From an optimization exercise on the open Yosys and OpenROAD flow, aimed at small area and a short achievable clock period; shortcuts taken in it are not production practice. Function was checked by simulation only, so behaviour that the tests miss may differ from the original. Power and IR drop assume default switching activity.

==> flow/design.v <==
`timescale 1ns/1ps
module data_mem_responder #(
    parameter int ADDR_W      = 9,
    parameter int DATA_W      = 8,
    parameter int DEPTH       = 256,
    parameter int WAIT_CYCLES = 2
) (
    input  logic              clk,
    input  logic              rst_n,
    input  logic              req_valid,
    output logic              req_ready,
    input  logic              req_write,
    input  logic [ADDR_W-1:0] req_addr,
    input  logic [DATA_W-1:0] req_wdata,
    output logic              rsp_valid,
    input  logic              rsp_ready,
    output logic [DATA_W-1:0] rsp_rdata,
    output logic              rsp_err,
    output logic              busy,
    output logic [7:0]        err_count
);
    localparam int NP = 8;                   
    localparam int GP = 16 / NP;             
    logic [256*DATA_W-1:0] mem_q;
    logic              req_ready_q, busy_q, rsp_valid_q;
    logic              s1_q, s2_q;           
    logic              err_q;
    logic [7:0]        errcnt_q;
    logic [DATA_W-1:0] rdata_q;
    logic [ADDR_W-1:0] addr_q;
    logic              wr_q;
    logic [DATA_W-1:0] wd_q;
    logic [NP-1:0][15:0] rlon_q;             
    logic [15:0]         rhin_q;             
    logic [15:0]       wlon_q, wlo_q;
    logic [15:0]       whin_q, whi_q;
    logic [DATA_W-1:0] wd1_q, wd2_q;
    logic [NP*DATA_W-1:0] part_q;
    wire accept   = req_valid & req_ready_q;
    wire handover = rsp_valid_q & rsp_ready;
    always_ff @(posedge clk) begin
        if (!rst_n) begin
            req_ready_q <= 1'b1;
            busy_q      <= 1'b0;
            rsp_valid_q <= 1'b0;
            s1_q        <= 1'b0;
            s2_q        <= 1'b0;
        end else begin
            req_ready_q <= (req_ready_q & ~req_valid) | handover;
            busy_q      <= ~((req_ready_q & ~req_valid) | handover);
            rsp_valid_q <= s2_q | (rsp_valid_q & ~rsp_ready);
            s1_q        <= accept;
            s2_q        <= s1_q;
        end
    end
    always_ff @(posedge clk) begin
        if (req_ready_q) begin
            addr_q <= req_addr;
            wr_q   <= req_write;
            wd_q   <= req_wdata;
        end
    end
    wire [15:0] lon_dec = ~(16'd1 << req_addr[3:0]);
    wire [15:0] hin_dec = ~(16'd1 << req_addr[7:4]);
    always_ff @(posedge clk) begin
        for (int p = 0; p < NP; p++) rlon_q[p] <= lon_dec;
        rhin_q <= hin_dec;
    end
    logic [NP*DATA_W-1:0] part_d;
    genvar gp, gb, gi;
    generate
        for (gp = 0; gp < NP; gp++) begin : g_part
            for (gb = 0; gb < DATA_W; gb++) begin : g_bit
                logic [GP-1:0] grp;
                for (gi = 0; gi < GP; gi++) begin : g_row
                    logic [15:0] col;
                    always_comb
                        for (int j = 0; j < 16; j++)
                            col[j] = mem_q[(16*(GP*gp+gi)+j)*DATA_W+gb];
                    assign grp[gi] = rhin_q[GP*gp+gi] | &(rlon_q[gp] | col);
                end
                assign part_d[gp*DATA_W+gb] = &grp;
            end
        end
    endgenerate
    always_ff @(posedge clk) part_q <= part_d;
    logic [DATA_W-1:0] rd_word;
    always_comb begin
        rd_word = '1;
        for (int p = 0; p < NP; p++) rd_word = rd_word & part_q[p*DATA_W +: DATA_W];
    end
    always_ff @(posedge clk) begin
        if (!rst_n) begin
            rdata_q  <= '0;
            err_q    <= 1'b0;
            errcnt_q <= 8'd0;
        end else if (s2_q) begin
            rdata_q <= addr_q[8] ? '0 : (wr_q ? wd_q : rd_word);
            err_q   <= addr_q[8];
            if (addr_q[8] && errcnt_q != 8'hFF) errcnt_q <= errcnt_q + 8'd1;
        end else if (handover) begin
            err_q   <= 1'b0;
        end
    end
    wire wr_arm = rst_n & s2_q & wr_q & ~addr_q[8];
    always_ff @(posedge clk) begin
        wlon_q <= ~(16'd1 << addr_q[3:0]);
        wlo_q  <= 16'd1 << addr_q[3:0];
        whin_q <= ~({15'd0, wr_arm} << addr_q[7:4]);
        whi_q  <= {15'd0, wr_arm} << addr_q[7:4];
        wd1_q  <= wd_q;
        wd2_q  <= wd1_q;
    end
    always_ff @(posedge clk) begin
        for (int w = 0; w < 256; w++) begin
            logic wsel, keep;
            logic [DATA_W-1:0] wdat;
            wsel = ~(whin_q[w/16] | wlon_q[w%16]);
            keep = ~(whi_q[w/16] & wlo_q[w%16]);
            wdat = (w < 86) ? wd_q : (w < 171) ? wd1_q : wd2_q;
            mem_q[w*DATA_W +: DATA_W] <= ({DATA_W{wsel}} & wdat) |
                                         ({DATA_W{keep}} & mem_q[w*DATA_W +: DATA_W]);
        end
    end
    assign req_ready = req_ready_q;
    assign busy      = busy_q;
    assign rsp_valid = rsp_valid_q;
    assign rsp_rdata = rdata_q;
    assign rsp_err   = err_q;
    assign err_count = errcnt_q;
endmodule
==> flow/run.sh <==
#!/bin/bash
# synth_recipe.tcl (not shown) runs the flow's synth.tcl, then flattens the netlist and writes it again
# the make line also repeats each setting of config.mk as NAME=value (left out here)
make -C /OpenROAD-flow-scripts/flow DESIGN_CONFIG=/design/flow/config.mk WORK_HOME=/design/flow/orfs CLKGATE_MAP_FILE= SYNTH_SCRIPT=/design/flow/synth_recipe.tcl finish
==> flow/config.mk <==
export PLATFORM = sky130hd
export DESIGN_NAME = data_mem_responder
export DESIGN_NICKNAME = data_mem_responder
export VERILOG_FILES = /design/flow/design.v
export SDC_FILE = /design/flow/constraint.sdc
export NUM_CORES = 4
export LEC_CHECK = 0
export CAP_MARGIN = 20
export CORE_MARGIN = 2
export CORE_UTILIZATION = 60
export CTS_CLUSTER_DIAMETER = 80
export CTS_CLUSTER_SIZE = 30
export PLACE_DENSITY = 0.72
export SETUP_SLACK_MARGIN = 2.2
export SLEW_MARGIN = 20
==> flow/constraint.sdc <==
create_clock -name core_clock -period 4.4 [get_ports {clk}]
set_input_delay 0.8800 -clock core_clock [delete_from_list [all_inputs] [get_ports {clk}]]
set_output_delay 0.8800 -clock core_clock [all_outputs]
set_load 0.01 [all_outputs]
==> notes.md, run 1 <==
* Status: finished clean
* Die area at 134500 um2
* Clock Sinks at roughly 2300
* Global-route wire length before repair at 426000 um
* Crit-path max cell delay at 1.24 ns
* Synth Warn # at 1
* Grt total ovfl at 0
* Residual DRC at 0
* Worst slew margin at between 10 and 15%
* Largest family of logic cells by synthesized area: compound AO/OA/AOI/OAI gates
* Post-synthesis sequential area ratio at roughly 58%
* Mean post-synth cell area at between 10 and 15 um2
* RSZ-0062 raised after global routing: yes
* Dpl hpwl at roughly 170000 um
* Die extent in y at 366.7 um
* H-tree depth at 3
* Clk_skew at ~0.040 ns
* Dominant synthesized flop cell: dfxtp_1
* Post-synthesis mux area share at 0.01268%
* Core area at between 100000 and 150000 um2
* Reg-to-reg slack, setup at about 2.1 ns
* Worst setup EP type: register
* R2R Path Start: wlo_q[4]
* Max FO, Critical Path at 16
* Post-Synth Adder-Cell Area at less than 1%
* Measured slew at the worst slew-check pin at 1.336 ns
* Vias per inst at approximately 7.5
* CTS tree: done
* Max-Cap Viols at 0
* Worst vdd ir at around 0.38 mV
* Setup TNS at 0 ns
* HP Start: s1_q
* Finish-stage setup viols at 0
* Fraction of the mapped netlist area in simple logic gates at about 7.3%
* Register area at 45720 um2
* Via count at between 60000 and 70000
* # rows at roughly 130
* Post-Synth XOR/XNOR Area at less than 1%
* Max-slew violation count at 0
* Critical Path RT at around 5.1 ns
* Part of the cycle the worst path needs at 52.18%
* WL per Instance at 33.42 um
* Area grow syn2layout at 6.236%
* Routability congestion estimate from global placement at 0.9867
* Clock period minus worst slack at ~2.3 ns
* Max Root-Sink Buffers at 3
* Syn_nets at between 7000 and 8000
* Clk Latency, worst-skew pair at 0.80 ns
* Antenna Nets Post-Route at 0
* Reg2Reg Depth at 2
* Critical path arrival at about 3.0 ns
* TritonCTS Buffers at 97
* Gate Count Post-Synth at 7377
* Total wire length at 296500 um
* Share of cells above drive strength 1 at between 5 and 6%
* Worst hold slack at 0.4418 ns
* CP Launch Type: register
* Final net count at 7068
* RR Endpoint: mem_q[1056]
* Initial antenna violation count at 18
* Global router's overall resource usage at 41.94%
* Worst Hold Class: register to register
* Largest net degree at the start of global routing at 89
* EDFF count, synth at 18
* Port buffer count at 41
* WS Path Type: register to register
* Hold Path Depth at 1
* Multi-input gate area in the final layout at 30880 um2
* Yosys reg bits at ~2300
* Fin. Hold Viols at 0
* CTS Root Cell: clkbuf_16
* Initial DRC count at about 9900
* P_leak at between 30 and 40 nW
* Post-synth top area share at 56.95%
* IO Count at 42
* Router iterations before antenna repair at 8
* Synthesized area at roughly 79000 um2
* Vias in the first global route at between 60000 and 70000
* Worst-path clk slew at roughly 0.12 ns
* Compound-cell area share of the yosys netlist at between 30% and 40%
* Die width at approximately 370 um
* Netlist cell types at 38
* Area leader, netlist: dfxtp_1
* Fmax achieved at roughly 440 MHz
* Synth area leaders: dfxtp_1, a22o_1, o22ai_1
* Power density over the cells at a little over 400 nW/um2
* Critical Path, Cell by Cell: nand2_1 -> a22o_1
* Slowest CP cell: dfxtp_2
* Fillers at between 10000 and 15000
* Share of flip-flops with an asynchronous set or reset at 0%
* Hold EP: s2_q
* Starting Density at about three fifths
==> report_power, final <==
group / internal, mW / switching (mW)
sequential: 20.6 / 0.596
combinational: 0.546 / 1.30
clock: 4.40 / 7.01
total: 25.6 / 8.90
==> worst max-delay path, delay by kind of cell, from the launching register on <==
family           cells  cell delay (ns)
AO/OA/AOI/OAI        1             0.38
flip-flops           1             1.24
AND/OR/NAND/NOR      1             0.55
==> metrics by stage <==
stage	utilization (%)	cells	power (mW)	area (um2)	setup WS, ns
global route	64.03	8862	35.11	83850	2.187
floorplan	-	7377	22.31	78950	2.769
CTS	63.88	8853	34.24	83660	2.190
detailed placement	61.26	8669	23.32	80230	1.592
global placement	61.23	8667	23.31	80200	1.591
finish	64.04	8871	34.46	83870	2.104
==> layer usage <==
layer / GRT usage, % / routed length (um) / vias up
li1: - / - / 28003
met4: 26.21 / 22230 / 24
met3: 10.12 / 39310 / 1055
met1: 56.96 / 112700 / 32851
met5: 0 / 162 / -
met2: 60.08 / 122100 / 4786
==> cell usage after synthesis (3+ instances only) <==
master,number
clkbuf_1,364
buf_2,161
a22o_1,2048
o22a_1,64
nor2b_1,14
nand2b_1,3
and4_1,129
nand2_1,309
o22ai_1,1024
buf_1,73
nor2_1,788
nand4_1,21
o21ai_0,11
dfxtp_1,2246
nor3_1,11
a21oi_1,15
edfxtp_1,18
inv_1,28
nand3_1,26
==> flip-flops by register name, indices dropped and copies added, names as in the netlist, 8 cells and up <==
name,cells
wlo_q,16
wd_q,8
rlon_q,16
part_q,64
wd1_q,8
wd2_q,8
addr_q,9
whi_q,16
errcnt_q,8
whin_q,16
mem_q,2048
rdata_q,8
rhin_q,16
wlon_q,16
==> worst max path at each step <==
| stage | startpoint | end | slack (ns) | cells after the start |
|---|---|---|---|---|
| 3_3_place_gp | rst_n | rdata_q[2] | 1.59 | 5 |
| 4_1_cts | req_ready_q | req_ready | 2.19 | 1 |
| 2_1_floorplan | req_ready_q | req_ready | 2.77 | 0 |
| 5_1_grt | rdata_q[5] | rsp_rdata[5] | 2.19 | 1 |
| 3_5_place_dp | rst_n | rdata_q[6] | 1.59 | 5 |
| 6_report | wlo_q[4] | mem_q[1056] | 2.10 | 2 |
==> cell type report <==
class,instances,share of cell area [%]
diodes,9,0.02685
inverters,28,0.1253
clock inverters,47,0.6549
repair buffers,168,2.194
clock buffers,114,3.043
well taps,1755,2.618
multi-input cells,4486,36.82
flip-flops and latches,2264,54.52
==> layout by cell type (no fill, tap or decap), drive strengths merged, types with 9 or more instances in the layout <==
cell	instances
dfxtp	2246
a22o	2048
o22ai	1024
nor2	788
nand2	310
buf	146
and4	130
clkbuf	115
o22a	64
inv	46
nand3	26
clkinv	26
nand4	21
clkdlybuf4s50	21
edfxtp	18
a21oi	15
nor2b	14
nor3	11
o21ai	11
diode	9
==> timing repair <==
item | in CTS | in global routing
endpoints found under the setup margin | 73 | 38
gates resized for setup | 118 | 7
buffers inserted | 23 | 9
hold buffers | 0 | 0
==> cells by family (layout without fill, tap and decap cells) <==
| kind of cell | count (synthesis) | count (layout) |
|---|---|---|
| simple gates | 1316 | 1316 |
| fa+ha+maj | 1 | 1 |
| xor+xnor | 2 | 2 |
| mux | 1 | 1 |
| flops | 2264 | 2264 |
| buf+inv | 627 | 357 |
| other cells | 0 | 9 |
| compound gates | 3166 | 3166 |
==> run 2: changes to the inputs <==
--- a/flow/design.v
+++ b/flow/design.v
@@ -37,6 +37,10 @@
     logic [DATA_W-1:0] wd1_q, wd2_q;
     logic [NP*DATA_W-1:0] part_q;
-    wire accept   = req_valid & req_ready_q;
-    wire handover = rsp_valid_q & rsp_ready;
+    logic rvn_q;
+    wire idle     = ~(s1_q | s2_q) & rvn_q;        
+    wire accept   = req_valid & idle;
+    wire handover = ~rvn_q & rsp_ready;
+    wire rdy_nx   = (idle & ~req_valid) | handover;
+    wire rv_nx    = s2_q | (~rvn_q & ~rsp_ready);
     always_ff @(posedge clk) begin
         if (!rst_n) begin
@@ -44,10 +48,12 @@
             busy_q      <= 1'b0;
             rsp_valid_q <= 1'b0;
+            rvn_q       <= 1'b1;
             s1_q        <= 1'b0;
             s2_q        <= 1'b0;
         end else begin
-            req_ready_q <= (req_ready_q & ~req_valid) | handover;
-            busy_q      <= ~((req_ready_q & ~req_valid) | handover);
-            rsp_valid_q <= s2_q | (rsp_valid_q & ~rsp_ready);
+            req_ready_q <= rdy_nx;
+            busy_q      <= ~rdy_nx;
+            rsp_valid_q <= rv_nx;
+            rvn_q       <= ~rv_nx;
             s1_q        <= accept;
             s2_q        <= s1_q;
@@ -55,5 +61,5 @@
     end
     always_ff @(posedge clk) begin
-        if (req_ready_q) begin
+        if (idle) begin
             addr_q <= req_addr;
             wr_q   <= req_write;
@@ -90,16 +96,33 @@
         for (int p = 0; p < NP; p++) rd_word = rd_word & part_q[p*DATA_W +: DATA_W];
     end
+    logic [DATA_W-1:0] rdn_q;
+    logic              errn_q;
+    logic [7:0]        ecn_q;
+    logic [DATA_W-1:0] rd_nx;
+    logic              err_nx;
+    logic [7:0]        ec_nx;
+    always_comb begin
+        rd_nx  = ~rdn_q;
+        err_nx = ~errn_q;
+        ec_nx  = ~ecn_q;
+        if (!rst_n) begin
+            rd_nx  = '0;
+            err_nx = 1'b0;
+            ec_nx  = 8'd0;
+        end else if (s2_q) begin
+            rd_nx  = addr_q[8] ? '0 : (wr_q ? wd_q : rd_word);
+            err_nx = addr_q[8];
+            if (addr_q[8] && ecn_q != 8'h00) ec_nx = ~ecn_q + 8'd1;
+        end else if (handover) begin
+            err_nx = 1'b0;
+        end
+    end
     always_ff @(posedge clk) begin
-        if (!rst_n) begin
-            rdata_q  <= '0;
-            err_q    <= 1'b0;
-            errcnt_q <= 8'd0;
-        end else if (s2_q) begin
-            rdata_q <= addr_q[8] ? '0 : (wr_q ? wd_q : rd_word);
-            err_q   <= addr_q[8];
-            if (addr_q[8] && errcnt_q != 8'hFF) errcnt_q <= errcnt_q + 8'd1;
-        end else if (handover) begin
-            err_q   <= 1'b0;
-        end
+        rdata_q  <= rd_nx;
+        rdn_q    <= ~rd_nx;
+        err_q    <= err_nx;
+        errn_q   <= ~err_nx;
+        errcnt_q <= ec_nx;
+        ecn_q    <= ~ec_nx;
     end
     wire wr_arm = rst_n & s2_q & wr_q & ~addr_q[8];
--- a/flow/config.mk
+++ b/flow/config.mk
@@ -12,4 +12,4 @@
 export CTS_CLUSTER_SIZE = 30
 export PLACE_DENSITY = 0.72
-export SETUP_SLACK_MARGIN = 2.2
+export SETUP_SLACK_MARGIN = 2.3
 export SLEW_MARGIN = 20
==> run 2 against run 1 <==
Combinational power up about 10%. Sequential power is 2% higher. Sequential share of layout area increased by 0.088 points. Clock power about the same. Via count grew 1.2%.
==> notes.md, run 2 <==
* Share of flip-flops with an asynchronous set or reset at 0% (unchanged)
* Router iterations before antenna repair at 6 (-2)
* Max-Cap Viols at 0 (unchanged)
* Vias per inst at 7.594 (+0.97%)
* Crit path max-delay family: flip-flops
* Max FFs per register at 2048 (unchanged)
* Most common cell after layout, fill and taps aside: dfxtp_1
* IO Count at 42 (unchanged)
* Dominant synthesized flop cell: dfxtp_1
* RR Endpoint: mem_q[430]
* Port buffer count at 41 (unchanged)
* Most frequent cells in the layout: dfxtp_1, a22o_1, o22ai_1
* Max-slew violation count at 0 (unchanged)
* Global-route wire length before repair at 434700 um (+2.0%)
* Final Non-Filler Cells at 8893 (+0.25%)
* Status: finished clean
* Initial DRC count at 10656 (+7.5%)
* Register area at 46070 um2 (+0.75%)
* Synth Warn # at 1 (unchanged)
* H-tree depth at 3 (unchanged)
* Crit-path max cell delay at 1.18 ns (-0.06 ns)
* Fin. Hold Viols at 0 (unchanged)
* Worst Hold Class: register to register
* Mean post-synth cell area at 10.70 um2 (about the same)
* Largest net degree at the start of global routing at 89 (unchanged)
* Die width at 367.5 um (+0.22%)
* Critical Path RT at 5.06 ns (about the same)
* Hold EP: mem_q[1461]
* Core area at 131300 um2 (+0.25%)
* Reg-to-reg slack, setup at 2.17 ns (+0.07 ns)
* Dpl cells at 8693 (+0.28%)
* Dpl hpwl at 177200 um (+2.0%)
* Netlist cell types at 40 (+5.3%)
* Final net count at 7096 (+0.40%)
* Max FO, Critical Path at 17 (+1)
* Area leader, netlist: dfxtp_1
* Synthesized area at 79290 um2 (+0.43%)
* Leading cell types by count after synthesis: dfxtp_1, a22o_1, o22ai_1, nor2_1, clkbuf_1
* Die extent in y at 367.5 um (+0.22%)
* Synth area leaders: dfxtp_1, a22o_1, o22ai_1
* Antenna Nets Post-Route at 0 (unchanged)
* Clk Latency, worst-skew pair at 0.77 ns (-0.03 ns)
* Syn_nets at 7434 (+0.46%)
* Gate Count Post-Synth at 7411 (+0.46%)
* Design area at 84370 um2 (+0.59%)
* TritonCTS Buffers at 95 (-2.1%)
* Routability congestion estimate from global placement at 0.9891 (+0.24%)
* Worst setup margin at 2.174 ns (+0.07050 ns)
* Clock Sinks at 2282 (+0.80%)
* Worst setup EP type: register
* Reg2Reg Depth at 2 (unchanged)
* EDFF count, synth at 18 (unchanged)
* CTS tree: done
* Critical path arrival at 2.89 ns (-0.08 ns)
* Starting Density at 60.39% (+0.11 points)
* WS Path Type: register to register
* Grt total ovfl at 0 (unchanged)
* Global router's overall resource usage at 42.84% (+0.91 points)
* Hold Path Depth at 1 (unchanged)
* Total wire length at 304300 um (+2.6%)
* Multi-input gate area in the final layout at 31040 um2 (+0.49%)
* RSZ-0062 raised after global routing: yes
* # rows at 133 (unchanged)
* Final core utilization at 64.26% (+0.21 points)
* Slowest CP cell: dfxtp_2
* Setup WS pre-CTS at 1.903 ns (+0.3105 ns)
* R2R Path Start: wlo_q[5]
* Worst-path clk slew at 0.11 ns (about the same)
* Register name with the most flops: mem_q
* Fmax achieved at 449.3 MHz (+3.2%)
* Clk_skew at 0.03620 ns (-0.003440 ns)
* Top flop regs: mem_q: 2048 flops, part_q: 64 flops
* CTS Root Cell: clkbuf_16
* Via count at 67530 (+1.2%)
* Area grow syn2layout at 6.399%
* Max Root-Sink Buffers at 3 (unchanged)
* Clock period minus worst slack at 2.226 ns (-0.07050 ns)
* Fillers at 10365 (-2.0%)
* P_leak at 32.18 nW (+0.52%)
* Setup TNS at 0 ns (unchanged)
* Finish-stage setup viols at 0 (unchanged)
* Placed cell area at 80740 um2 (+0.64%)
* Initial antenna violation count at 20 (+2)
* Count leader, synth: dfxtp_1
* CP Launch Type: register
* Share of cells above drive strength 1 at 5.197% (-0.22 points)
* HP Start: mem_q[1461]
* Post-synth top area share at 57.16% (+0.21 points)
* Die area at 135100 um2 (+0.43%)
* WL per Instance at 34.22 um (+2.4%)
* Power density over the cells at 411.4 nW/um2 (+0.13%)
* Worst slew margin at 9.220% (-1.7 points)
* Yosys reg bits at 2282 (+0.80%)
* Part of the cycle the worst path needs at 50.58% (-1.6 points)
* WP buf/inv at 0 (unchanged)
* Residual DRC at 0 (unchanged)
* Post-synthesis sequential area ratio at 57.84% (+0.21 points)
* Measured slew at the worst slew-check pin at 1.362 ns (+0.02576 ns)
* Vias in the first global route at 62817 (+0.15%)
* Critical Path, Cell by Cell: nand2_1 -> a22o_1
* Worst vdd ir at 0.3224 mV (-16%)
## run 2: changes by cell type in the layout (fill, tap and decap cells not counted), moves of 6 or more
| cell | previous run | this run |
|---|---|---|
| nand2_1 | 309 | 301 |
| o21a_1 | 0 | 9 |
| buf_12 | 34 | 44 |
| dfxtp_4 | 46 | 40 |
| clkinv_4 | 7 | 0 |
| buf_2 | 11 | 4 |
| and2_1 | 2 | 8 |
| a21oi_1 | 15 | 0 |
| dfxtp_1 | 2162 | 2182 |
| nor2_1 | 788 | 778 |
| diode_2 | 9 | 19 |
| buf_6 | 13 | 21 |
| buf_4 | 83 | 74 |
| inv_1 | 28 | 37 |
## run 2: stage by stage
step	total power [mW]	hold slack, ns
2_1_floorplan	22.63	0.3462
6_report	34.71	0.4899
3_3_place_gp	23.80	0.4529
3_5_place_dp	23.80	0.4617
5_1_grt	35.34	0.4973
4_1_cts	34.44	0.4919
## run 2: logic make-up (layout without fill, tap and decap cells)
| group | Yosys count | count (layout) | synth area share (%) |
|---|---|---|---|
| compound gates | 3171 | 3171 | 31.74 |
| xor+xnor | 6 | 6 | 0.06627 |
| fa+ha+maj | 1 | 1 | 0.01578 |
| buf+inv | 640 | 348 | 3.031 |
| flops | 2282 | 2282 | 57.84 |
| other cells | 0 | 19 | 0 |
| simple gates | 1311 | 1311 | 7.304 |
## run 2: final cells by class
class	instances	share of cell area, %
Sequential cell	2282	54.60
Multi-Input combinational cell	4489	36.79
Clock buffer	108	2.913
Tap cell	1755	2.603
Timing Repair Buffer	167	2.354
Clock inverter	35	0.5146
Inverter	38	0.1691
Antenna cell	19	0.05636
## run 2: timing repair
| item | 4_1_cts | 5_1_grt |
|---|---|---|
| gates resized for setup | 117 | 14 |
| setup endpoints to repair | 113 | 127 |
| hold buffers | 0 | 0 |
| cloned | 0 | 0 |
| buffers inserted | 19 | 19 |
## run 2: worst max path at each step
stage,startpoint,to,depth (start not counted),slack (ns)
after floorplan,rst_n,ecn_q[1],3,2.79
after global placement,rst_n,whin_q[0],5,1.94
after detailed placement,rlon_q[119],part_q[16],5,1.90
after CTS,rdata_q[5],rsp_rdata[5],1,2.24
after global routing,rdata_q[0],rsp_rdata[0],1,2.25
final,wlo_q[5],mem_q[430],2,2.17
## run 2: routing by layer
| metal | share of wire, % | vias up | wire [um] | GRT usage (%) |
|---|---|---|---|---|
| met5 | 0.040 | - | 123 | 0 |
| met4 | 6.8 | 18 | 20660 | 23.42 |
| met3 | 15 | 1108 | 45040 | 13.07 |
| met2 | 40 | 5225 | 123100 | 60.24 |
| met1 | 38 | 33092 | 115400 | 58.64 |
| li1 | - | 28087 | - | - |
## run 2: power by group
| group | switching (mW) | total [mW] | internal, mW | leakage [nW] |
|---|---|---|---|---|
| Combinational | 1.46 | 2.03 | 0.573 | 12.3 |
| Clock | 6.85 | 11.1 | 4.26 | 1.41 |
| Sequential | 0.749 | 21.6 | 20.8 | 18.5 |
==> run 3: changes to the inputs <==
--- a/flow/config.mk
+++ b/flow/config.mk
@@ -6,5 +6,5 @@
 export NUM_CORES = 4
 export LEC_CHECK = 0
-export CAP_MARGIN = 20
+export CAP_MARGIN = 50
 export CORE_MARGIN = 2
 export CORE_UTILIZATION = 60
@@ -13,3 +13,3 @@
 export PLACE_DENSITY = 0.72
 export SETUP_SLACK_MARGIN = 2.3
-export SLEW_MARGIN = 20
+export SLEW_MARGIN = 50
==> run 3 against run 2 <==
Non-clock buffer count rose by 18. Via count about the same. Highest routed layer unchanged. Clock skew increased by 0.0044 ns. Critical path type unchanged. Core utilization is 0.44 points higher.
==> notes.md, run 3 <==
* Fin. Hold Viols at 0 (unchanged)
* Global router's overall resource usage at 42.27% (-0.58 points)
* Port buffer count at 41 (unchanged)
* Area leader, netlist: dfxtp_1
* Critical Path, Cell by Cell: buf_12 -> o22ai_1 -> nor2_1 -> and4_1 -> o22a_1
* Vias per inst at 7.573 (-0.27%)
* Status: finished clean
* Max FFs per register at 2048 (unchanged)
* Worst slew margin at 44.71% (+35 points)
* Grt total ovfl at 0 (unchanged)
* RR Endpoint: part_q[1]
* CTS Root Cell: clkbuf_16
* Final net count at 7113 (+0.24%)
* Area grow syn2layout at 7.129%
* Worst vdd ir at 0.3068 mV (-4.8%)
* Final Non-Filler Cells at 8924 (+0.35%)
* Synth area leaders: dfxtp_1, a22o_1, o22ai_1
* Compound-cell area share of the yosys netlist at 31.74% (unchanged)
* Leading cell types by count after synthesis: dfxtp_1, a22o_1, o22ai_1, nor2_1, clkbuf_1
* Initial DRC count at 10450 (-1.9%)
* WL per Instance at 33.49 um (-2.1%)
* Dpl hpwl at 182800 um (+3.2%)
* Core area at 131300 um2 (unchanged)
* Worst Hold Class: register to register
* Largest family of logic cells by synthesized area: compound AO/OA/AOI/OAI gates
* Max Root-Sink Buffers at 3 (unchanged)
* Total wire length at 298800 um (-1.8%)
* Part of the cycle the worst path needs at 48.63% (-2.0 points)
* P_leak at 32.39 nW (+0.63%)
* Final core utilization at 64.70% (+0.44 points)
* Clk Latency, worst-skew pair at 0.78 ns (about the same)
* Register name with the most flops: mem_q
* Setup TNS at 0 ns (unchanged)
* H-tree depth at 3 (unchanged)
* Clk_skew at 0.04062 ns (+0.004412 ns)
* Yosys reg bits at 2282 (unchanged)
* Initial antenna violation count at 14 (-30%)
* Global-route wire length before repair at 429800 um (-1.1%)
* Via count at 67583 (+0.078%)
* Post-synth top area share at 57.16% (unchanged)
* Power density over the cells at 411.4 nW/um2 (about the same)
* Dominant synthesized flop cell: dfxtp_1
* Share of cells above drive strength 1 at 6.036% (+0.84 points)
* Residual DRC at 0 (unchanged)
* Max-slew violation count at 0 (unchanged)
* IO Count at 42 (unchanged)
* Reg2Reg Depth at 5 (+3)
* Die extent in y at 367.5 um (unchanged)
* R2R Path Start: rlon_q[116]
* Fillers at 10340 (-0.24%)
* WS Path Type: register to register
* Syn_nets at 7434 (unchanged)
* Most frequent cells in the layout: dfxtp_1, a22o_1, o22ai_1
* Fmax achieved at 467.4 MHz (+4.0%)
* Critical Path RT at 5.12 ns (+0.06 ns)
* TritonCTS Buffers at 94 (-1.1%)
* Routability congestion estimate from global placement at 0.9891 (unchanged)
* Most common cell after layout, fill and taps aside: dfxtp_1
* Post-Synth Adder-Cell Area at 0.01578% (unchanged)
* Router iterations before antenna repair at 9 (+3)
* Hold Path Depth at 1 (unchanged)
* Mean post-synth cell area at 10.70 um2 (unchanged)
* Max FO, Critical Path at 56 (+39)
* RSZ-0062 raised after global routing: yes
* Synthesized area at 79290 um2 (unchanged)
* Share of flip-flops with an asynchronous set or reset at 0% (unchanged)
* CTS tree: done
* Crit path max-delay family: flip-flops
* Fraction of the mapped netlist area in simple logic gates at 7.304% (unchanged)
* Vias in the first global route at 62751 (-0.11%)
* Synth Warn # at 1 (unchanged)
* EDFF count, synth at 18 (unchanged)
* Die width at 367.5 um (unchanged)
* Count leader, synth: dfxtp_1
* Measured slew at the worst slew-check pin at 0.8293 ns (-0.5324 ns)
* Top flop regs: mem_q: 2048 flops, part_q: 64 flops
* Hold EP: mem_q[101]
* HP Start: mem_q[101]
* Post-synthesis sequential area ratio at 57.84% (unchanged)
* Critical path arrival at 2.86 ns (-0.03 ns)
* Clock Sinks at 2282 (unchanged)
* Clock period minus worst slack at 2.140 ns (-0.08596 ns)
* Max-Cap Viols at 0 (unchanged)
* Worst setup EP type: register
* Gate Count Post-Synth at 7411 (unchanged)
* Crit-path max cell delay at 0.72 ns (-0.46 ns)
* Dpl cells at 8728 (+0.40%)
* Largest net degree at the start of global routing at 89 (unchanged)
* Starting Density at 60.39% (unchanged)
* Die area at 135100 um2 (unchanged)
* # rows at 133 (unchanged)
* Post-Synth XOR/XNOR Area at 0.06627% (unchanged)
* Antenna Nets Post-Route at 0 (unchanged)
* Finish-stage setup viols at 0 (unchanged)
* CP Launch Type: register
* Slowest CP cell: dfxtp_4
* Reg-to-reg slack, setup at 2.26 ns (+0.09 ns)
* WP buf/inv at 1 (+1)
* Netlist cell types at 40 (unchanged)
* Worst-path clk slew at 0.11 ns (about the same)
* Post-synthesis mux area share at 0% (unchanged)
[run 3: logic make-up (layout without fill, tap and decap cells)]
| family | after synthesis | in the layout |
|---|---|---|
| simple gates | 1311 | 1311 |
| buf+inv | 640 | 370 |
| compound gates | 3171 | 3171 |
| fa+ha+maj | 1 | 1 |
| other cells | 0 | 28 |
| xor+xnor | 6 | 6 |
| flops | 2282 | 2282 |
[run 3: per-layer routing]
layer / GRT usage [%] / vias to the layer above / wire length, um
li1: - / 28132 / -
met1: 57.52 / 33291 / 115600
met2: 59.46 / 5130 / 123300
met3: 13.53 / 1018 / 42030
met4: 22.74 / 12 / 17820
met5: 0.4630 / - / 106
[run 3: worst register-to-register path, delay by kind of cell (launching register included)]
family                 cells  cell delay [ns]
AND/OR/NAND/NOR            2             0.57
AO/OA/AOI/OAI              2             0.41
flip-flops                 1             0.72
buffers and inverters      1             0.39
[run 3: metrics by stage]
step	hold WS, ns	area, um2	worst slack (ns)	total power, mW
2_1_floorplan	0.3462	79290	2.795	22.63
3_3_place_gp	0.4529	80730	1.935	23.80
3_5_place_dp	0.4623	81520	1.919	23.90
4_1_cts	0.4897	84700	2.242	34.71
5_1_grt	0.5000	84880	2.247	35.59
6_report	0.4873	84950	2.260	34.95
[run 3: where the power goes]
group	switching [mW]	internal (mW)	total [mW]
Combinational	1.67	0.646	2.32
Sequential	0.524	20.8	21.3
Clock	6.82	4.47	11.3
Total	9.02	25.9	34.9
[run 3: timing repair]
action                     CTS  global route
setup endpoints to repair   46            52
gates resized for setup    119             9
hold buffers                 0             0
setup buffers               10            11
[run 3: worst max path at each step]
stage / from / end / slack [ns] / depth (start not counted)
finish: rlon_q[116] / part_q[1] / 2.26 / 5
global route: errcnt_q[1] / err_count[1] / 2.25 / 1
CTS: rdata_q[5] / rsp_rdata[5] / 2.24 / 1
detailed placement: rst_n / whin_q[2] / 1.92 / 5
global placement: rst_n / whin_q[0] / 1.94 / 5
floorplan: rst_n / ecn_q[1] / 2.79 / 3
[run 3: area by class of cell]
class                   count  area, um2  area share (%)
repair buffers            185       2370           2.790
well taps                1755       2196           2.585
inverters                  38      142.6          0.1679
clock inverters            34      436.7          0.5141
clock buffers             113       2540           2.990
diodes                     28      70.07         0.08249
multi-input cells        4489      31060           36.57
flip-flops and latches   2282      46130           54.30
==> run 4: changes to the inputs <==
--- a/flow/config.mk
+++ b/flow/config.mk
@@ -8,8 +8,8 @@
 export CAP_MARGIN = 50
 export CORE_MARGIN = 2
-export CORE_UTILIZATION = 60
+export CORE_UTILIZATION = 68
 export CTS_CLUSTER_DIAMETER = 80
-export CTS_CLUSTER_SIZE = 30
-export PLACE_DENSITY = 0.72
+export CTS_CLUSTER_SIZE = 26
+export PLACE_DENSITY = 0.8
 export SETUP_SLACK_MARGIN = 2.3
 export SLEW_MARGIN = 50
==> run 4 against run 3 <==
Global-route usage up 4.2 points. Clock skew fell by 0.0081 ns. Cell area is 0.41% lower. Routed wire length shrank 2.3%. Setup slack got worse by 0.0043 ns. Core utilization up 8.3 points.
==> notes.md, run 4 <==
* Hold EP: s2_q
* Yosys reg bits at 2282 (unchanged)
* Post-synth top area share at 57.16% (unchanged)
* Register name with the most flops: mem_q
* Port buffer count at 41 (unchanged)
* Max-Cap Viols at 0 (unchanged)
* Top flop regs: mem_q: 2048 flops, part_q: 64 flops
* RR Endpoint: part_q[41]
* Vias in the first global route at 62609 (-0.23%)
* Crit-path max cell delay at 0.68 ns (-0.04 ns)
* Antenna Nets Post-Route at 0 (unchanged)
* HP Start: s1_q
* WP buf/inv at 1 (unchanged)
* WS Path Type: register to register
* P_leak at 32.40 nW (about the same)
* Clk_skew at 0.03250 ns (-0.008117 ns)
* Global-route wire length before repair at 420700 um (-2.1%)
* Worst setup EP type: register
* Most common cell after layout, fill and taps aside: dfxtp_1
* IO Count at 42 (unchanged)
* Status: finished clean
* Slowest CP cell: dfxtp_4
* Most frequent cells in the layout: dfxtp_1, a22o_1, o22ai_1
* Post-synthesis sequential area ratio at 57.84% (unchanged)
* Max-slew violation count at 0 (unchanged)
* Max FO, Critical Path at 64 (+14%)
* Synthesized area at 79290 um2 (unchanged)
* Area grow syn2layout at 6.694%
* Global router's overall resource usage at 46.42% (+4.2 points)
* Grt total ovfl at 0 (unchanged)
* Final Non-Filler Cells at 8684 (-2.7%)
* Final core utilization at 73.00% (+8.3 points)
* Die area at 119400 um2 (-12%)
* Core area at 115900 um2 (-12%)
* TritonCTS Buffers at 99 (+5.3%)
* Worst Hold Class: register to register
* Synth Warn # at 1 (unchanged)
* Clk Latency, worst-skew pair at 0.76 ns (-0.02 ns)
* CP Launch Type: register
* Netlist cell types at 40 (unchanged)
* Part of the cycle the worst path needs at 48.72% (+0.097 points)
* Reg-to-reg slack, setup at 2.26 ns (about the same)
* Share of flip-flops with an asynchronous set or reset at 0% (unchanged)
* Fmax achieved at 466.4 MHz (-0.20%)
* Worst hold slack at 0.4776 ns (-0.009645 ns)
* Residual DRC at 0 (unchanged)
* Fillers at 8257 (-20%)
* Reg2Reg Depth at 5 (unchanged)
* Dpl cells at 8500 (-2.6%)
* Setup TNS at 0 ns (unchanged)
* Vias per inst at 7.835 (+3.5%)
* Register area at 46130 um2 (about the same)
* Max FFs per register at 2048 (unchanged)
* Leading cell types by count after synthesis: dfxtp_1, a22o_1, o22ai_1, nor2_1, clkbuf_1
* Initial DRC count at 10491 (+0.39%)
* Max Root-Sink Buffers at 3 (unchanged)
* Mean post-synth cell area at 10.70 um2 (unchanged)
* CTS Root Cell: clkbuf_16
* CTS tree: done
* # rows at 125 (-6.0%)
* Syn_nets at 7434 (unchanged)
* Count leader, synth: dfxtp_1
* Multi-input gate area in the final layout at 31050 um2 (about the same)
* Power density over the cells at 409.1 nW/um2 (-0.55%)
* Area leader, netlist: dfxtp_1
* Synth area leaders: dfxtp_1, a22o_1, o22ai_1
* Clock period minus worst slack at 2.144 ns (+0.004270 ns)
* Hold Path Depth at 1 (unchanged)
* Measured slew at the worst slew-check pin at 0.8031 ns (-0.02624 ns)
* Routability congestion estimate from global placement at 0.9664 (-2.3%)
* Dpl hpwl at 176500 um (-3.5%)
* H-tree depth at 3 (unchanged)
* Crit path max-delay family: flip-flops
* Worst vdd ir at 0.3691 mV (+20%)
* Initial antenna violation count at 17 (+3)
* Share of cells above drive strength 1 at 5.647% (-0.39 points)
* Critical Path, Cell by Cell: buf_12 -> o22ai_1 -> nor2_1 -> and4_1 -> o22a_1
* Die width at 345.5 um (-6.0%)
* Critical Path RT at 5.08 ns (-0.04 ns)
* Die extent in y at 345.5 um (-6.0%)
* WL per Instance at 33.61 um (+0.36%)
* Worst-path clk slew at 0.10 ns (about the same)
* Final net count at 7120 (+0.098%)
* Fin. Hold Viols at 0 (unchanged)
* Router iterations before antenna repair at 6 (-3)
* Critical path arrival at 2.83 ns (-0.03 ns)
* Finish-stage setup viols at 0 (unchanged)
* Total wire length at 291800 um (-2.3%)
* Largest net degree at the start of global routing at 89 (unchanged)
* RSZ-0062 raised after global routing: yes
* Clock Sinks at 2282 (unchanged)
* EDFF count, synth at 18 (unchanged)
* Starting Density at 68.42% (+8.0 points)
* Via count at 68035 (+0.67%)
* R2R Path Start: rlon_q[119]
* Worst slew margin at 46.46% (+1.7 points)
* Gate Count Post-Synth at 7411 (unchanged)
* Dominant synthesized flop cell: dfxtp_1
## run 4: cell counts after synthesis
No cell type changed its count.
## run 4: metal layers
layer	GRT usage, %	vias to the layer above	part of all wire, %
li1	-	28117	-
met1	63.34	33106	37
met3	14.71	1192	15
met5	0	-	0.028
met2	64.30	5606	40
met4	27.75	14	6.9
## run 4: cell families (layout without fill, tap and decap cells)
logic type | Yosys count | after routing | synth area share, %
flip-flops | 2282 | 2282 | 57.84
buffers and inverters | 640 | 366 | 3.031
XOR/XNOR | 6 | 6 | 0.06627
other | 0 | 23 | 0
AND/OR/NAND/NOR | 1311 | 1311 | 7.304
AO/OA/AOI/OAI | 3171 | 3171 | 31.74
adder cells (fa/ha/maj) | 1 | 1 | 0.01578
## run 4: what timing repair did
item	CTS	global route
setup buffers	4	15
gates cloned	1	0
resized for setup	100	14
pin swaps	0	0
hold buffers	0	0
endpoints found under the setup margin	71	54
## run 4: how the worst max path moves through the flow
stage	from	end	slack [ns]	depth (start not counted)
2_1_floorplan	rst_n	ecn_q[1]	2.79	3
3_3_place_gp	rst_n	whin_q[2]	1.85	4
3_5_place_dp	rst_n	rvn_q	1.83	4
4_1_cts	rdata_q[5]	rsp_rdata[5]	2.18	1
5_1_grt	rdata_q[5]	rsp_rdata[5]	2.26	1
6_report	rlon_q[119]	part_q[41]	2.26	5
## run 4: metrics by stage
stage | cell area [um2] | power, mW | setup WS (ns)
after CTS | 84260 | 34.27 | 2.180
after floorplan | 79290 | 22.63 | 2.795
after detailed placement | 81360 | 23.90 | 1.825
after global placement | 80440 | 23.77 | 1.855
after global routing | 84540 | 35.20 | 2.257
final | 84600 | 34.61 | 2.256
## run 4: final cells by class
cell class	count	share of cell area [%]
diodes	23	0.06803
repair buffers	187	2.967
clock inverters	8	0.1183
multi-input cells	4489	36.70
inverters	38	0.1686
well taps	1524	2.254
flip-flops and latches	2282	54.53
clock buffers	133	3.192
## run 4: report_power, final
part           total [mW]  leakage, nW  internal [mW]  switching, mW
clock                10.9         1.36           4.40           6.55
sequential           21.3         18.5           20.8          0.526
combinational        2.33         12.6          0.669           1.66
==> run 5: changes to the inputs <==
--- a/flow/config.mk
+++ b/flow/config.mk
@@ -13,3 +13,3 @@
 export PLACE_DENSITY = 0.8
 export SETUP_SLACK_MARGIN = 2.3
-export SLEW_MARGIN = 50
+export SLEW_MARGIN = 75
==> run 5 against run 4 <==
Critical path type unchanged. Still clean. Non-clock buffer count increased by 201. Largest power group unchanged. Count of clock-buffer cells in the layout grew 5. Largest cell class unchanged. Power is 1.0% higher.
==> notes.md, run 5 <==
* Critical Path RT at 5.03 ns (-0.05 ns)
* Gr busiest metal: met2
* Count leader, synth: dfxtp_1
* Clk_skew at 0.03032 ns (-0.002175 ns)
* Port buffer count at 41 (unchanged)
* Most frequent cells in the layout: dfxtp_1, a22o_1, o22ai_1
* Gate Count Post-Synth at 7411 (unchanged)
* CTS Root Cell: clkbuf_16
* Initial DRC count at 10252 (-2.3%)
* WL per Instance at 33.17 um (-1.3%)
* Dpl hpwl at 199800 um (+13%)
* Power density over the cells at 389.3 nW/um2 (-4.8%)
* Synth area leaders: dfxtp_1, a22o_1, o22ai_1
* EDFF count, synth at 18 (unchanged)
* Max-slew violation count at 0 (unchanged)
* Mean post-synth cell area at 10.70 um2 (unchanged)
* Global-route wire length before repair at 428600 um (+1.9%)
* M1 GR Usage at 64.42% (+1.1 points)
* Max FO, Critical Path at 22 (-66%)
* Die extent in y at 345.5 um (unchanged)
* Residual DRC at 0 (unchanged)
* Vias per inst at 7.736 (-1.3%)
* R2R Path Start: rlon_q[121]
* Vias in the first global route at 64023 (+2.3%)
* M3 GR Usage at 13.33% (-1.4 points)
* M2 GR Usage at 66.39% (+2.1 points)
* Starting Density at 68.42% (unchanged)
* Largest net degree at the start of global routing at 57 (-36%)
* Max Root-Sink Buffers at 3 (unchanged)
* CP Launch Type: register
* Finish-stage setup viols at 0 (unchanged)
* Netlist cell types at 40 (unchanged)
* Area leader, netlist: dfxtp_1
* Share of flip-flops with an asynchronous set or reset at 0% (unchanged)
* H-tree depth at 3 (unchanged)
* Fmax achieved at 470.8 MHz (+0.94%)
* Antenna Nets Post-Route at 0 (unchanged)
* Tot Pwr at 34.97 mW (+1.0%)
* Worst setup startpoint: rlon_q[121]
* Worst Hold Class: input pin to register
* Leading cell types by count after synthesis: dfxtp_1, a22o_1, o22ai_1, nor2_1, clkbuf_1
* Die width at 345.5 um (unchanged)
* TritonCTS Buffers at 98 (-1.0%)
* Fin. Hold Viols at 0 (unchanged)
* Die area at 119400 um2 (unchanged)
* Register name with the most flops: mem_q
* RSZ-0062 raised after global routing: yes
* Initial antenna violation count at 11 (-6)
* Global router's overall resource usage at 47.11% (+0.69 points)
* Max-Cap Viols at 0 (unchanged)
* Status: finished clean
* IO Count at 42 (unchanged)
* Syn_nets at 7434 (unchanged)
* Top flop regs: mem_q: 2048 flops, part_q: 64 flops
* Synthesized area at 79290 um2 (unchanged)
* Reg2Reg Depth at 8 (+3)
* Dominant synthesized flop cell: dfxtp_1
* Hold Path Depth at 2 (+1)
* HP Start: req_addr[0]
* Final net count at 7320 (+2.8%)
* Worst-path clk slew at 0.11 ns (about the same)
* Clk Latency, worst-skew pair at 0.75 ns (about the same)
* Post-synth top area share at 57.16% (unchanged)
* Part of the cycle the worst path needs at 48.27% (-0.45 points)
* Yosys reg bits at 2282 (unchanged)
* # rows at 125 (unchanged)
* Multi-input gate area in the final layout at 32960 um2 (+6.2%)
* Synth Warn # at 1 (unchanged)
* Clock Sinks at 2282 (unchanged)
* Clock period minus worst slack at 2.124 ns (-0.01991 ns)
* Total wire length at 294100 um (+0.79%)
* Via count at 68610 (+0.85%)
* Register area at 46260 um2 (+0.27%)
* Worst vdd ir at 0.4315 mV (+17%)
* Post-synthesis sequential area ratio at 57.84% (unchanged)
* Routability congestion estimate from global placement at 0.9664 (unchanged)
* Measured slew at the worst slew-check pin at 0.4171 ns (-0.3860 ns)
* Fillers at 7380 (-11%)
* Router iterations before antenna repair at 6 (unchanged)
* Worst slew margin at 72.19% (+26 points)
* Core area at 115900 um2 (unchanged)
* P_leak at 34.21 nW (+5.6%)
* Final core utilization at 77.51% (+4.5 points)
* Worst setup EP type: register
* Setup TNS at 0 ns (unchanged)
* Most common cell after layout, fill and taps aside: dfxtp_1
* Grt total ovfl at 0 (unchanged)
* Area grow syn2layout at 13.29%
* CTS tree: done
* Cts hold-fix bufs at 0 (unchanged)
* Share of cells above drive strength 1 at 13.16% (+7.5 points)
* Max FFs per register at 2048 (unchanged)
* Critical path arrival at 2.75 ns (-0.08 ns)
* WS Path Type: register to register
run 5: cell counts after synthesis:
No cell type changed its count.
run 5: cell families (layout without fill, tap and decap cells):
kind of cell / Yosys count / count (layout) / synth area share [%]
other: 0 / 7 / 0
adder cells (fa/ha/maj): 1 / 1 / 0.01578
XOR/XNOR: 6 / 6 / 0.06627
buffers and inverters: 640 / 567 / 3.031
flip-flops: 2282 / 2282 / 57.84
AO/OA/AOI/OAI: 3171 / 3171 / 31.74
AND/OR/NAND/NOR: 1311 / 1311 / 7.304
run 5: final timing paths:
path	slack, ns	endpoint
worst max-delay path	2.28	part_q[45]
worst min-delay path	0.40	rlon_q[115]
worst max register to register	2.28	part_q[45]
worst min register to register	0.47	s2_q
run 5: worst max-delay path, stage by stage (launching register included):
cell and delay [ns]:
dfxtp_4 0.38, buf_8 0.15, buf_8 0.16, buf_12 0.17
buf_16 0.21, o22ai_1 0.36, nor2_1 0.07, and4_1 0.25
o22a_1 0.21
run 5: area by class of cell:
cell class	count	share of cell area (%)
Clock inverter	3	0.03761
Tap cell	1524	2.123
Timing Repair Buffer	388	6.384
Multi-Input combinational cell	4489	36.70
Clock buffer	138	3.085
Sequential cell	2282	51.50
Inverter	38	0.1588
Antenna cell	7	0.01950
run 5: layer usage:
metal / vias to the layer above / wire [um] / share of wire (%)
li1: 28545 / - / -
met1: 33242 / 108800 / 37
met2: 5610 / 119900 / 41
met3: 1199 / 43740 / 15
met4: 14 / 21530 / 7.3
met5: - / 88 / 0.030
run 5: timing repair:
action / in CTS / in global routing
cloned: 2 / 1
gates resized for setup: 96 / 19
setup endpoints to repair: 41 / 27
setup buffers: 2 / 2
run 5: power breakdown:
part	total (mW)	leakage [nW]	internal, mW	switching [mW]
combinational	2.94	14.4	0.927	2.02
sequential	21.1	18.5	20.8	0.290
clock	11.0	1.36	4.42	6.53
run 5: through the flow:
stage,area [um2],hold WS (ns),setup WS [ns],cells
floorplan,79290,0.3462,2.795,7411
global placement,80440,0.4413,1.855,8458
detailed placement,86300,0.4504,2.164,8698
CTS,89160,0.4744,2.269,8843
global route,89810,0.4139,2.281,8862
finish,89830,0.4045,2.276,8869
==> run 6: changes to the inputs <==
--- a/flow/config.mk
+++ b/flow/config.mk
@@ -12,4 +12,4 @@
 export CTS_CLUSTER_SIZE = 26
 export PLACE_DENSITY = 0.8
-export SETUP_SLACK_MARGIN = 2.3
-export SLEW_MARGIN = 75
+export SETUP_SLACK_MARGIN = 2.2
+export SLEW_MARGIN = 50
==> run 6 against run 5 <==
Power fell by 1.1%. Maximum frequency fell by 5.6%. Cell area shrank 6.2%. Routed wire length shrank 1.8%. Non-clock buffer count is 214 lower. Critical endpoint is now part_q[27].
==> notes.md, run 6 <==
* Syn_nets at 7434 (unchanged)
* Worst setup margin at 2.150 ns (-0.1260 ns)
* Dominant synthesized flop cell: dfxtp_1
* Cts hold-fix bufs at 0 (unchanged)
* Reg-to-reg slack, setup at 2.15 ns (-0.13 ns)
* Top flop regs: mem_q: 2048 flops, part_q: 64 flops
* Area grow syn2layout at 6.293%
* Clock power frac at 31.7% (+0.4 points)
* Post-synth top area share at 57.16% (unchanged)
* Die area at 119400 um2 (unchanged)
* Measured slew at the worst slew-check pin at 0.8146 ns (+0.3975 ns)
* Critical path arrival at 2.94 ns (+0.19 ns)
* Via count at 67728 (-1.3%)
* Worst slew margin at 45.69% (-27 points)
* Setup TNS at 0 ns (unchanged)
* Final Non-Filler Cells at 8671 (-2.2%)
* Grt total ovfl at 0 (unchanged)
* Share of flip-flops with an asynchronous set or reset at 0% (unchanged)
* Post-Synth XOR/XNOR Area at 0.06627% (unchanged)
* Die width at 345.5 um (unchanged)
* Clk_skew at 0.02777 ns (-0.002553 ns)
* Setup WS pre-CTS at 1.825 ns (-0.3389 ns)
* Post-Synth Adder-Cell Area at 0.01578% (unchanged)
* Worst Hold Class: register to register
* Max Root-Sink Buffers at 3 (unchanged)
* Port buffer count at 41 (unchanged)
* Dpl hpwl at 176500 um (-12%)
* Routability congestion estimate from global placement at 0.9664 (unchanged)
* Dpl cells at 8500 (-2.3%)
* EDFF count, synth at 18 (unchanged)
* Leading cell types by count after synthesis: dfxtp_1, a22o_1, o22ai_1, nor2_1, clkbuf_1
* Power density over the cells at 410.5 nW/um2 (+5.4%)
* Finish-stage setup viols at 0 (unchanged)
* # rows at 125 (unchanged)
* Max-slew violation count at 0 (unchanged)
* Part of the cycle the worst path needs at 51.14% (+2.9 points)
* Post-synthesis sequential area ratio at 57.84% (unchanged)
* Synth Warn # at 1 (unchanged)
* Clock period minus worst slack at 2.250 ns (+0.1260 ns)
* Comb power frac at 6.6% (-1.8 points)
* Router iterations before antenna repair at 9 (+3)
* CTS Root Cell: clkbuf_16
* Synth area leaders: dfxtp_1, a22o_1, o22ai_1
* Mean post-synth cell area at 10.70 um2 (unchanged)
* Max FFs per register at 2048 (unchanged)
* Final net count at 7107 (-2.9%)
* Netlist cell types at 40 (unchanged)
* Register name with the most flops: mem_q
* CTS tree: done
* Initial DRC count at 10441 (+1.8%)
* WL per Instance at 33.32 um (+0.46%)
* Fraction of the mapped netlist area in simple logic gates at 7.304% (unchanged)
* Internal power at 25.86 mW (-1.0%)
* Most frequent cells in the layout: dfxtp_1, a22o_1, o22ai_1
* Max FO, Critical Path at 88 (+300%)
* Status: finished clean
* Fin. Hold Viols at 0 (unchanged)
* Largest net degree at the start of global routing at 89 (+56%)
* Tot Pwr at 34.60 mW (-1.1%)
* CP Launch Type: register
* Vias in the first global route at 62512 (-2.4%)
* H-tree depth at 3 (unchanged)
* Residual DRC at 0 (unchanged)
* Reg power frac at 61.7% (+1.4 points)
* Max-Cap Viols at 0 (unchanged)
* Global router's overall resource usage at 46.33% (-0.78 points)
* P_leak at 32.24 nW (-5.8%)
* Synthesized area at 79290 um2 (unchanged)
* Net switching power at 8.739 mW (-1.1%)
* Total wire length at 288900 um (-1.8%)
* Worst vdd ir at 0.3677 mV (-15%)
* WS Path Type: register to register
* Worst setup EP type: register
* Vias per inst at 7.811 (+0.97%)
* Clock Sinks at 2282 (unchanged)
* Fmax achieved at 444.5 MHz (-5.6%)
* Yosys reg bits at 2282 (unchanged)
* Clk Latency, worst-skew pair at 0.76 ns (about the same)
* Worst-path clk slew at 0.10 ns (about the same)
* Die extent in y at 345.5 um (unchanged)
* TritonCTS Buffers at 99 (+1.0%)
* Antenna Nets Post-Route at 0 (unchanged)
* Critical Path RT at 5.09 ns (+0.06 ns)
* RSZ-0062 raised after global routing: no
* Post-synthesis mux area share at 0% (unchanged)
* Share of cells above drive strength 1 at 5.390% (-7.8 points)
* IO Count at 42 (unchanged)
* Count leader, synth: dfxtp_1
* Most common cell after layout, fill and taps aside: dfxtp_1
* Core area at 115900 um2 (unchanged)
* Gate Count Post-Synth at 7411 (unchanged)
* Final core utilization at 72.72% (-4.8 points)
* Largest family of logic cells by synthesized area: compound AO/OA/AOI/OAI gates
* Global-route wire length before repair at 420000 um (-2.0%)
* Compound-cell area share of the yosys netlist at 31.74% (unchanged)
* Area leader, netlist: dfxtp_1
* Initial antenna violation count at 16 (+5)
* Starting Density at 68.42% (unchanged)
* Switch share at 25.26% (about the same)
## run 6: cells by family after synthesis
logic type	count (synthesis)
adders and majority gates	1
xor gates and xnor gates	6
DFF	2282
and+or+nand+nor	1311
buffers and inverters	640
AOI/OAI and AO/OA	3171
## run 6: critical path, stage by stage, from the launching register on
cell	delay [ns]
dfxtp_4	0.68
buf_12	0.51
o22ai_1	0.18
nor2_1	0.23
and4_1	0.30
o22a_1	0.16
## run 6: per-stage QoR
step / area, um2 / hold slack, ns
after global placement: 80440 / 0.4413
after global routing: 84230 / 0.4997
final: 84280 / 0.4810
after floorplan: 79290 / 0.3462
after CTS: 84210 / 0.4826
after detailed placement: 81360 / 0.4603
## run 6: final cells by class
type | count | area, um2
multi-input combinational | 4489 | 31050
antenna | 23 | 57.56
inverter | 38 | 142.6
clock buffer | 133 | 2700
sequential | 2282 | 46130
fill | 8306 | 31610
tap | 1524 | 1907
clock inverter | 8 | 100.1
timing repair buffer | 174 | 2200
## run 6: path summary, 6_finish.rpt
path,cells past startpoint,to,from
min reg2reg,1,s2_q,s1_q
max reg2reg,5,part_q[27],rlon_q[117]
max,5,part_q[27],rlon_q[117]
min,1,s2_q,s1_q
## run 6: power groups by stage
stage	sequential [mW]	combinational (mW)	clock [mW]
2_1_floorplan	21.3	1.28	0
3_3_place_gp	22.0	1.74	0
3_5_place_dp	21.8	2.14	0
4_1_cts	21.3	2.16	10.8
5_1_grt	21.3	2.30	11.6
6_report	21.3	2.29	11.0
## run 6: what timing repair did
item                       CTS  global route
setup endpoints to repair   39            33
gates resized for setup     68            12
buffers inserted             4             3
pin swaps                    0             0
## run 6: per-layer routing
metal	routed length, um	global-route usage, %	vias to the layer above
met5	89	0	-
li1	-	-	28089
met2	117000	64.40	5685
met1	109000	63.22	32790
met3	43300	14.60	1150
met4	19520	27.33	14
==> run 7: changes to the inputs <==
--- a/flow/config.mk
+++ b/flow/config.mk
@@ -12,4 +12,4 @@
 export CTS_CLUSTER_SIZE = 26
 export PLACE_DENSITY = 0.8
-export SETUP_SLACK_MARGIN = 2.2
+export SETUP_SLACK_MARGIN = 2.4
 export SLEW_MARGIN = 50
==> run 7 against run 6 <==
Still clean on timing, DRC and antenna. Critical path depth down 4. Register-to-register slack better by 0.17 ns. Clock skew up 0.00065 ns. Sequential share of layout area down 0.32 points. Setup slack better by 0.15 ns. Core utilization up 0.43 points. Global-route usage up 0.79 points. Cell area up 0.60%. Non-clock buffer count up 21. Combinational power up 3%. Clock power about the same. Highest routed layer unchanged.
==> notes.md, run 7 <==
* Initial antenna violation count at 16 (unchanged)
* Fmax achieved at 476.3 MHz (+7.2%)
* Die extent in y at 345.5 um (unchanged)
* Synthesized area at 79290 um2 (unchanged)
* Dpl hpwl at 176500 um (unchanged)
* Worst slew margin at 44.94% (-0.75 points)
* Clk Latency, worst-skew pair at 0.76 ns (about the same)
* Residual DRC at 0 (unchanged)
* WL per Instance at 34.00 um (+2.0%)
* IO Count at 42 (unchanged)
* Measured slew at the worst slew-check pin at 0.8259 ns (+0.01129 ns)
* P_leak at 32.51 nW (+0.84%)
* Share of flip-flops with an asynchronous set or reset at 0% (unchanged)
* Slowest CP cell: dfxtp_2
* Dominant synthesized flop cell: dfxtp_1
* Die width at 345.5 um (unchanged)
* Status: finished clean
* CTS Root Cell: clkbuf_16
* TritonCTS Buffers at 99 (unchanged)
* Worst-path clk slew at 0.10 ns (about the same)
* Critical Path RT at 3.52 ns (-1.57 ns)
* Fin. Hold Viols at 0 (unchanged)
* H-tree depth at 3 (unchanged)
* Via count at 68500 (+1.1%)
* Tot Pwr at 34.68 mW (+0.23%)
* Most common cell after layout, fill and taps aside: dfxtp_1
* Total wire length at 295600 um (+2.3%)
* Power density over the cells at 409.0 nW/um2 (-0.36%)
* # rows at 125 (unchanged)
* Critical path arrival at 1.22 ns (-1.72 ns)
* Global-route wire length before repair at 425600 um (+1.3%)
* Routability congestion estimate from global placement at 0.9664 (unchanged)
* Port buffer count at 41 (unchanged)
* Mean post-synth cell area at 10.70 um2 (unchanged)
* Antenna Nets Post-Route at 0 (unchanged)
* Max FO, Critical Path at 1 (-99%)
* Worst Hold Class: register to register
* Area leader, netlist: dfxtp_1
* Syn_nets at 7434 (unchanged)
* Clock Sinks at 2282 (unchanged)
* Critical Path, Cell by Cell: buf_6
* Share of cells above drive strength 1 at 5.766% (+0.38 points)
* Max-slew violation count at 0 (unchanged)
* Synth area leaders: dfxtp_1, a22o_1, o22ai_1
* Leading cell types by count after synthesis: dfxtp_1, a22o_1, o22ai_1, nor2_1, clkbuf_1
* EDFF count, synth at 18 (unchanged)
* Clock period minus worst slack at 2.100 ns (-0.1503 ns)
* Critical path depth at 1 (-4)
* Max FFs per register at 2048 (unchanged)
* CTS tree: done
* RSZ-0062 raised after global routing: yes
* Largest net degree at the start of global routing at 89 (unchanged)
* Count leader, synth: dfxtp_1
* Most frequent cells in the layout: dfxtp_1, a22o_1, o22ai_1
* Synth Warn # at 1 (unchanged)
* Area grow syn2layout at 6.926%
* WP buf/inv at 1 (unchanged)
* Initial DRC count at 10577 (+1.3%)
* Crit path max-delay family: flip-flops
* Finish-stage setup viols at 0 (unchanged)
* Router iterations before antenna repair at 8 (-1)
* Part of the cycle the worst path needs at 47.72% (-3.4 points)
* Global router's overall resource usage at 47.12% (+0.79 points)
* Gate Count Post-Synth at 7411 (unchanged)
* Register name with the most flops: mem_q
* Worst vdd ir at 0.3694 mV (+0.44%)
* Vias in the first global route at 62963 (+0.72%)
* Starting Density at 68.42% (unchanged)
* WS Path Type: register to output pin
* Die area at 119400 um2 (unchanged)
* Hold Path Depth at 1 (unchanged)
* Post-synth top area share at 57.16% (unchanged)
* Core area at 115900 um2 (unchanged)
* Crit-path max cell delay at 0.37 ns (-0.31 ns)
* Grt total ovfl at 0 (unchanged)
* Fillers at 8216 (-1.1%)
* Worst setup EP type: output pin
* Post-synthesis sequential area ratio at 57.84% (unchanged)
* Netlist cell types at 40 (unchanged)
* Final net count at 7128 (+0.30%)
* CP Launch Type: register
* Max Root-Sink Buffers at 3 (unchanged)
* Max-Cap Viols at 0 (unchanged)
* Cts hold-fix bufs at 0 (unchanged)
* Yosys reg bits at 2282 (unchanged)
* Reg2Reg Depth at 5 (unchanged)
* Vias per inst at 7.879 (+0.87%)
* Setup TNS at 0 ns (unchanged)
* Clk_skew at 0.02842 ns (+0.0006524 ns)
* Top flop regs: mem_q: 2048 flops, part_q: 64 flops
run 7: area by class of cell:
type | count | area [um2] | area share, %
Sequential cell | 2282 | 46130 | 54.41
Multi-Input combinational cell | 4489 | 31050 | 36.62
Clock buffer | 133 | 2700 | 3.185
Timing Repair Buffer | 195 | 2686 | 3.168
Tap cell | 1524 | 1907 | 2.249
Inverter | 38 | 142.6 | 0.1682
Clock inverter | 8 | 100.1 | 0.1181
Antenna cell | 25 | 62.56 | 0.07379
run 7: cell families after synthesis:
| logic type | after synthesis | synth area share [%] |
|---|---|---|
| AO/OA/AOI/OAI | 3171 | 31.74 |
| flip-flops | 2282 | 57.84 |
| AND/OR/NAND/NOR | 1311 | 7.304 |
| buffers and inverters | 640 | 3.031 |
| XOR/XNOR | 6 | 0.06627 |
| adder cells (fa/ha/maj) | 1 | 0.01578 |
run 7: per-layer routing:
| layer | global-route usage, % | routed length [um] |
|---|---|---|
| met5 | 0 | 158 |
| met4 | 29.01 | 20980 |
| met3 | 14.90 | 46150 |
| met2 | 65.50 | 118500 |
| met1 | 63.79 | 109700 |
run 7: timing repair:
item / in CTS / in global routing
setup buffers: 13 / 11
resized for setup: 108 / 8
pin swaps: 0 / 0
setup endpoints to repair: 105 / 71
hold endpoints to repair: 0 / 0
gates cloned: 4 / 0
run 7: worst paths after layout:
| path | from | to | slack [ns] |
|---|---|---|---|
| max | rdata_q[2] | rsp_rdata[2] | 2.30 |
| min | s1_q | s2_q | 0.49 |
| max reg2reg | rlon_q[114] | part_q[43] | 2.32 |
| min reg2reg | s1_q | s2_q | 0.49 |
run 7: per-stage QoR:
| stage | hold slack (ns) | area [um2] | worst slack, ns | cells | utilization (%) |
|---|---|---|---|---|---|
| floorplan | 0.3462 | 79290 | 2.795 | 7411 | - |
| global placement | 0.4413 | 80440 | 1.855 | 8458 | 69.41 |
| detailed placement | 0.4603 | 81360 | 1.825 | 8500 | 70.20 |
| CTS | 0.4826 | 84510 | 2.274 | 8658 | 72.92 |
| global route | 0.4997 | 84720 | 2.280 | 8670 | 73.11 |
| finish | 0.4856 | 84780 | 2.300 | 8694 | 73.16 |
run 7: where the power goes:
part	internal (mW)	switching (mW)	leakage, nW	total, mW
Clock	4.40	6.59	1.36	11.0
Sequential	20.8	0.521	18.5	21.3
Combinational	0.678	1.69	12.7	2.36
Total	25.9	8.79	32.5	34.7
==> run 8: changes to the inputs <==
--- a/flow/config.mk
+++ b/flow/config.mk
@@ -12,4 +12,4 @@
 export CTS_CLUSTER_SIZE = 26
 export PLACE_DENSITY = 0.8
-export SETUP_SLACK_MARGIN = 2.4
+export SETUP_SLACK_MARGIN = 2.5
 export SLEW_MARGIN = 50
==> run 8 against run 7 <==
Highest routed layer unchanged. Critical endpoint is now rsp_rdata[3]. Maximum frequency fell by 1.2%. Critical path depth did not move. Sequential power barely moved. Largest power group unchanged. Cell count rose by 0.13%. Register-to-register slack improved by 0.12 ns. Via count fell by 0.13%. Die area did not move. Routed wire length rose by 0.60%.
==> notes.md, run 8 <==
* Status: finished clean
* R2R Path Start: rlon_q[117]
* Global router's overall resource usage at 47.43% (+0.30 points)
* M2 GR Usage at 65.49% (about the same)
* Netlist cell types at 40 (unchanged)
* Antenna Nets Post-Route at 0 (unchanged)
* Power density over the cells at 408.0 nW/um2 (-0.25%)
* M1 GR Usage at 64.05% (+0.27 points)
* Gr busiest metal: met2
* Die area at 119400 um2 (unchanged)
* Clock period minus worst slack at 2.125 ns (+0.02559 ns)
* Reg2Reg Depth at 5 (unchanged)
* WL per Instance at 34.16 um (+0.47%)
* Mean post-synth cell area at 10.70 um2 (unchanged)
* Area grow syn2layout at 7.278%
* Part of the cycle the worst path needs at 48.30% (+0.58 points)
* Dominant synthesized flop cell: dfxtp_1
* CP Launch Type: register
* Final core utilization at 73.40% (+0.24 points)
* Clk_skew at 0.03297 ns (+0.004548 ns)
* Vias in the first global route at 63155 (+0.30%)
* Post-synth top area share at 57.16% (unchanged)
* Share of cells above drive strength 1 at 6.142% (+0.38 points)
* Grt total ovfl at 0 (unchanged)
* Register name with the most flops: mem_q
* Final net count at 7147 (+0.27%)
* RSZ-0062 raised after global routing: yes
* Gate Count Post-Synth at 7411 (unchanged)
* Critical Path RT at 3.52 ns (about the same)
* Post-synthesis sequential area ratio at 57.84% (unchanged)
* Slowest CP cell: dfxtp_2
* Crit path max-delay family: flip-flops
* Port buffer count at 41 (unchanged)
* Core area at 115900 um2 (unchanged)
* Most frequent cells in the layout: dfxtp_1, a22o_1, o22ai_1
* Yosys reg bits at 2282 (unchanged)
* Max-Cap Viols at 0 (unchanged)
* Max Root-Sink Buffers at 3 (unchanged)
* Synth area leaders: dfxtp_1, a22o_1, o22ai_1
* Fin. Hold Viols at 0 (unchanged)
* Starting Density at 68.42% (unchanged)
* WS Path Type: register to output pin
* CTS Root Cell: clkbuf_16
* Share of flip-flops with an asynchronous set or reset at 0% (unchanged)
* M3 GR Usage at 15.72% (+0.82 points)
* Die extent in y at 345.5 um (unchanged)
* Hold Path Depth at 1 (unchanged)
* HP Start: s1_q
* Total wire length at 297300 um (+0.60%)
==> run 8: changes by cell type in the layout (fill, tap and decap cells not counted), sizes merged <==
| cell | previous run | this run |
|---|---|---|
| buf | 171 | 190 |
| diode | 25 | 17 |
| clkbuf | 133 | 134 |
| bufbuf | 4 | 3 |
==> run 8: cells by family (layout without fill, tap and decap cells) <==
logic type      count (synthesis)  count (layout)  synth area share, %
buf+inv                       640             393                3.031
other cells                     0              17                    0
compound gates               3171            3171                31.74
xor+xnor                        6               6              0.06627
fa+ha+maj                       1               1              0.01578
simple gates                 1311            1311                7.304
flops                        2282            2282                57.84
==> run 8: layout make-up <==
class,count,area (um2)
Antenna cell,17,42.54
Clock inverter,8,100.1
Fill cell,8181,30830
Tap cell,1524,1907
Inverter,38,142.6
Timing Repair Buffer,214,2940
Clock buffer,133,2700
Sequential cell,2282,46140
Multi-Input combinational cell,4489,31090
==> run 8: routing by layer <==
metal	wire length [um]	vias up
li1	-	28163
met1	109500	33058
met2	118800	5854
met3	47120	1306
met4	21660	30
met5	253	-
==> run 8: metrics by stage <==
step                      setup slack [ns]  area [um2]
after CTS                            2.289       84700
after global placement               1.855       80440
after floorplan                      2.795       79290
after detailed placement             1.825       81360
after global routing                 2.276       85020
final                                2.275       85060
==> run 8: power breakdown <==
group | leakage (nW) | internal [mW] | total [mW] | switching [mW]
clock | 1.36 | 4.40 | 11.0 | 6.59
sequential | 18.5 | 20.8 | 21.3 | 0.514
combinational | 12.8 | 0.690 | 2.40 | 1.71
==> run 8: how the worst max path moves through the flow <==
stage               start      endpoint  slack, ns  cells past startpoint
6_report       rdata_q[3]  rsp_rdata[3]       2.27                      1
3_5_place_dp        rst_n         rvn_q       1.83                      4
3_3_place_gp        rst_n     whin_q[2]       1.85                      4
5_1_grt        rdata_q[3]  rsp_rdata[3]       2.28                      1
2_1_floorplan       rst_n      ecn_q[1]       2.79                      3
4_1_cts        rdata_q[2]  rsp_rdata[2]       2.29                      1
==> run 8: timing repair <==
item                                    4_1_cts  5_1_grt
hold endpoints to repair                      0        0
gates cloned                                  4        0
hold buffers                                  0        0
gates resized for setup                     111       20
endpoints found under the setup margin      147      131
buffers inserted                             24       19

Setup slack of run 8, layout unchanged: 2.275 ns with ideal ports, 2.190 ns with driving cells assumed (clock clkbuf_16, inputs buf_2), 2.013 ns with port delays also shifted by the 0.839 ns mid clock arrival.
